From an optimization exercise on the open Yosys and OpenROAD flow, aimed at small area, a short achievable clock period and few clock cycles per item; shortcuts taken in it are not production practice. Function was not checked in any run shown here: the RTL went through the layout flow alone.

==> flow/design.v (outline; a module is shown in full before it is edited, if it fits) <==
// module arc_point_hit_test_core: 1602 lines
module arc_point_hit_test_core (
  input  logic               clk,
  input  logic               rst_n,
  input  logic               in_valid,
  output logic               in_ready,
  input  logic signed [31:0] in_point_x,
  input  logic signed [31:0] in_point_y,
  output logic               out_valid,
  input  logic               out_ready,
  output logic               out_hit,
  input  logic               cfg_valid,
  output logic               cfg_ready,
  input  logic [2:0]         cfg_index,
  input  logic [31:0]        cfg_wdata
);
  // ...
==> flow/run.sh <==
#!/bin/bash
# synth_recipe.tcl (not shown) runs the flow's synth.tcl, then flattens the netlist and writes it again
# the make line also repeats each setting of config.mk as NAME=value (left out here)
make -C /OpenROAD-flow-scripts/flow DESIGN_CONFIG=/design/flow/config.mk WORK_HOME=/design/flow/orfs CLKGATE_MAP_FILE= SYNTH_SCRIPT=/design/flow/synth_recipe.tcl finish
==> flow/config.mk <==
export PLATFORM = sky130hd
export DESIGN_NAME = arc_point_hit_test_core
export DESIGN_NICKNAME = arc_point_hit_test_core
export VERILOG_FILES = /design/flow/design.v
export SDC_FILE = /design/flow/constraint.sdc
export NUM_CORES = 4
export LEC_CHECK = 0
export CAP_MARGIN = 20
export CORE_MARGIN = 2
export CORE_UTILIZATION = 50
export SETUP_SLACK_MARGIN = 4.0
export SLEW_MARGIN = 20
==> flow/constraint.sdc <==
create_clock -name core_clock -period 7.5 [get_ports {clk}]
set_input_delay 1.5000 -clock core_clock [delete_from_list [all_inputs] [get_ports {clk}]]
set_output_delay 1.5000 -clock core_clock [all_outputs]
set_load 0.01 [all_outputs]
==> results.toml, run 1 <==
[cts]
clockBufferDepth = 3
cts_root_buffer = "clkbuf_16"
clk_latency_ns = 0.86

[worst_setup_path]
worst-r2r-cell-count = 16
crit_cells = 16
critical_path_class = "reg2reg"
ff2ff_setup_slack_ns = 3.49
path_max_fanout = 5

[cells_and_area]
stdcell_area_sq_um = 128000
inverters = 700
final_nets = 13800
fillCellCount = 18400
multi_input_area_sq_um = 72700
fin_cells = 15300
ff_latch_area_sq_um = 36200
seq_area_frac = 0.283

[run_status]
outcome = "no timing/DRC/antenna violations"

[floorplan]
io_pins = 108
nWellTaps = 2838
initial_utilization = 0.502

[logic_synthesis]
yosysSeqAreaShare = 0.335
synthFlopType = "dfxtp_1"
yosys_warnings = 1
synthAdderAreaFrac = 0.165

[sta]
worst_hold_slack_ns = 0.319
slew_headroom = 0.328
setup_viol = 0

[drt]
wl_per_cell_um = 18.9
dr.pass1.iters = 5

[global_routing]
use_met3 = 0.0327
busiest_layer = "met2"
grt_overflow = 0
grt_pass1_wl_mm = 451
antenna_found_initial = 8

[placement]
dp_hpwl_mm = 217
routabilityCongestion = 0.911
==> inputs of run 2 (changes only) <==
--- a/flow/config.mk
+++ b/flow/config.mk
@@ -7,2 +7,3 @@
 export LEC_CHECK = 0
+export ABC_AREA = 1
 export CAP_MARGIN = 20
==> run 2 against run 1 <==
Effect of this change: still clean on timing, DRC and antenna; clock-buffer cell count down 18; area after synthesis grew 4.7%; non-clock buffer count decreased by 373; sequential share of layout area increased by 0.61 points; register-to-register slack gained 0.44 ns; highest routed layer is now met5.
==> results.toml, run 2 <==
[cells_and_area]
layout-drive-gt1-share = 0.0529
syn_to_final_growth_pct = 10.8
most-common-layout-cells = "nand2_1, dfxtp_1, inv_1"
fillCellCount = 21100
final_common_cell = "nand2_1"
ff_latch_area_sq_um = 36100
multi_input_area_sq_um = 70100
final_nets = 15700

[placement]
preCtsSetupSlack_ns = 2.96
io_buffers = 106
routabilityCongestion = 0.993
dp_hpwl_mm = 301

[global_routing]
grt_overflow = 0
grt_pass1_wl_mm = 559
grt.total_usage = 0.313
grt_pass1_vias = 94100
antenna_found_initial = 27
grt_max_degree = 105

[drt]
drt.antenna.violating_nets = 0
drtIter0Drc = 6956
wl_per_cell_um = 21.2
dr.pass1.iters = 8
viasPerCell = 5.51
num_vias = 96000
wl_mm = 369
drc_errors = 0

[floorplan]
coreArea_sq_um = 224000
die_y_um = 478
die_area_sq_um = 229000
io_pins = 108
initial_utilization = 0.502
rows = 174
die_x_um = 478

[logic_synthesis]
synth_xor_area_frac = 0.150
netlist.area_leader.share = 0.297
syn-num-nets = 15600
ys_ff_latch = 1758
synth_top_family_by_area = "simple AND/OR/NAND/NOR gates"
yosysSeqAreaShare = 0.320
synthFlopType = "dfxtp_1"
synth-simple-area-share = 0.168
synth_area_leaders = "dfxtp_1, ha_1, xor2_1, nand2_1, a21oi_1"
synthAdderAreaFrac = 0.158
synth_cells = 14100
syn_avg_cell_area_sq_um = 7.97
yosys_warnings = 1
synth_cell_type_count = 80
synthArstFlopShare = 0
yosysMostFrequentCell = "nand2_1"
synth_mux_area_frac = 0.000356
synthTopCellsByCount = "nand2_1, dfxtp_1, inv_1, a21oi_1, ha_1"
synth-edff-count = 86
synth-compound-area-share = 0.142
synth_top_area_cell = "dfxtp_1"
syn_area_sq_um = 113000

[hold_path]
min_to = "d6_r[0]"
min_path_cells = 0
holdCritPathClass = "reg2reg"
hold_start = "d5_r[0]"

[worst_setup_path]
r2r_end = "rl_r"
cp_data_required_time_ns = 8.26
critical_path_class = "reg2reg"
r2r_start = "y17_r[18]"
worst-r2r-cell-count = 23
crit_arrival_ns = 4.33
cp-end-kind = "flop"
ff2ff_setup_slack_ns = 3.93
path_max_fanout = 4
crit_path_start_kind = "flop"

[sta]
rsz0062_at_grt = "true"
slew_headroom = 0.244
fmax_mhz = 280
skew_ns = 0.0628
worst_hold_slack_ns = 0.309
finalSetupTns_ns = 0
fin_ws_ns = 3.93
finalCritPeriodShare = 0.476
worstMarginPinSlew_ns = 1.13
slew_violations = 0
setup_viol = 0
hold_violations = 0
period_needed_ns = 3.57

[job]
cap_violations = 0

[cts]
cts_hold_buf = 0
clockBufferDepth = 3
clk_latency_ns = 0.88
cts_tree = "done"
htree_levels = 4
cts.clk_slew.worst_paths_ns = 0.06
cts_buffers = 194
cts_root_buffer = "clkbuf_16"
cts.sinks = 1758

[run_status]
outcome = "no timing/DRC/antenna violations"
[run 2: cell types whose count changed after synthesis, moves of 125 or more]
cell	previous run	this run
nand2_1	1048	2232
inv_1	698	1489
a21oi_1	734	1382
xor2_1	680	1120
xnor2_1	1216	789
nor2_1	643	1050
o21ai_0	496	868
a21boi_0	279	15
nand3_1	297	536
a21o_1	295	59
nor2b_1	139	0
and3_1	148	11
nand2b_1	132	0
clkbuf_1	236	111
[run 2: cell type report]
type / count / area share
clock inverter: 121 / 0.0123
sequential: 1758 / 0.290
inverter: 1527 / 0.0461
antenna: 24 / 0.000482
clock buffer: 241 / 0.0426
tap: 2992 / 0.0300
timing repair buffer: 196 / 0.0167
multi-input combinational: 10600 / 0.562
[run 2: worst max-delay path: stages (launching register included)]
cell and delay [ns]:
dfxtp_4 0.34, inv_2 0.07, nor2_4 0.04, ha_1 0.28, nand3_2 0.07, nand2_2 0.12, nand3_4 0.09, nor2_4 0.18
nand2_4 0.08, nor3_4 0.23, nand2_4 0.10, nor3_4 0.27, nand2_2 0.10, xor2_1 0.14, inv_1 0.10, buf_4 0.14
ha_1 0.28, nand4_1 0.12, nor2_1 0.06, a2111o_1 0.29, a21oi_2 0.16, o21ai_1 0.09, nand3_1 0.08, nand2_1 0.05
[run 2: cells by family (layout without fill, tap and decap cells)]
logic type / count (synthesis) / count (layout)
muxes: 4 / 4
buffers and inverters: 1789 / 2085
other: 1 / 25
adders and majority gates: 1327 / 1327
AOI/OAI and AO/OA: 2892 / 2892
xor gates and xnor gates: 1918 / 1918
DFF: 1758 / 1758
and+or+nand+nor: 4430 / 4430
[run 2: routing by layer]
metal | up-vias | global-route usage | routed length, um
met5 | - | 0 | 49
met4 | 8 | 0.127 | 16400
met3 | 655 | 0.0375 | 18100
met2 | 2650 | 0.525 | 172000
met1 | 45400 | 0.409 | 163000
li1 | 47300 | - | -
[run 2: repair_timing]
action                                  in CTS  in global routing
pin swaps                                   26                 40
gates cloned                                 0                  5
endpoints found under the setup margin     174                183
gates resized for setup                     82                131
buffers inserted                            25                 34
[run 2: worst max path at each step]
stage	start	endpoint	cells past startpoint
after floorplan	y17_r[18]	rh_r	25
after global placement	y17_r[18]	rl_r	24
after detailed placement	cfg_valid	sa_r[0]	8
after CTS	y17_r[17]	rl_r	23
after global routing	y17_r[18]	rl_r	23
final	y17_r[18]	rl_r	23
[run 2: stage by stage]
stage          cell area, sq um   util  instances
3_5_place_dp             116000  0.519      17000
5_1_grt                  125000  0.556      17400
2_1_floorplan            113000      -      14100
6_report                 125000  0.556      17400
4_1_cts                  124000  0.552      17400
3_3_place_gp             116000  0.519      17000

==> what the ideal ports hide <==
Ports are ideal in the flow. The routed layouts listed here were re-timed in OpenROAD.
Step 1 assumes that a clkbuf_16 drives the clock port and a buf_2 every other input.
Step 2 times the ports against the registers' clock, not the clock port: input delays grow and output delays shrink by t, the midpoint of the rising clock arrivals with the driver on.
a / b / c = ideal ports / drivers / drivers and shift; a / b = the first two.
| run | t, ns | setup slack, ns | latest minus earliest clock arrival (ns) | worst data-port slew with drivers (ns) |
|---|---|---|---|---|
| run 1 | 0.930 | 3.494 / 3.494 / 3.205 | 0.037 / 0.037 | 0.12 |
| run 2 | 0.951 | 3.931 / 3.931 / 3.475 | 0.065 / 0.065 | 0.25 |
After both steps every run listed still meets setup and hold. The setup slack of run 2, which loses most, moves by 0.000 ns with the drivers and by -0.456 ns with both steps.
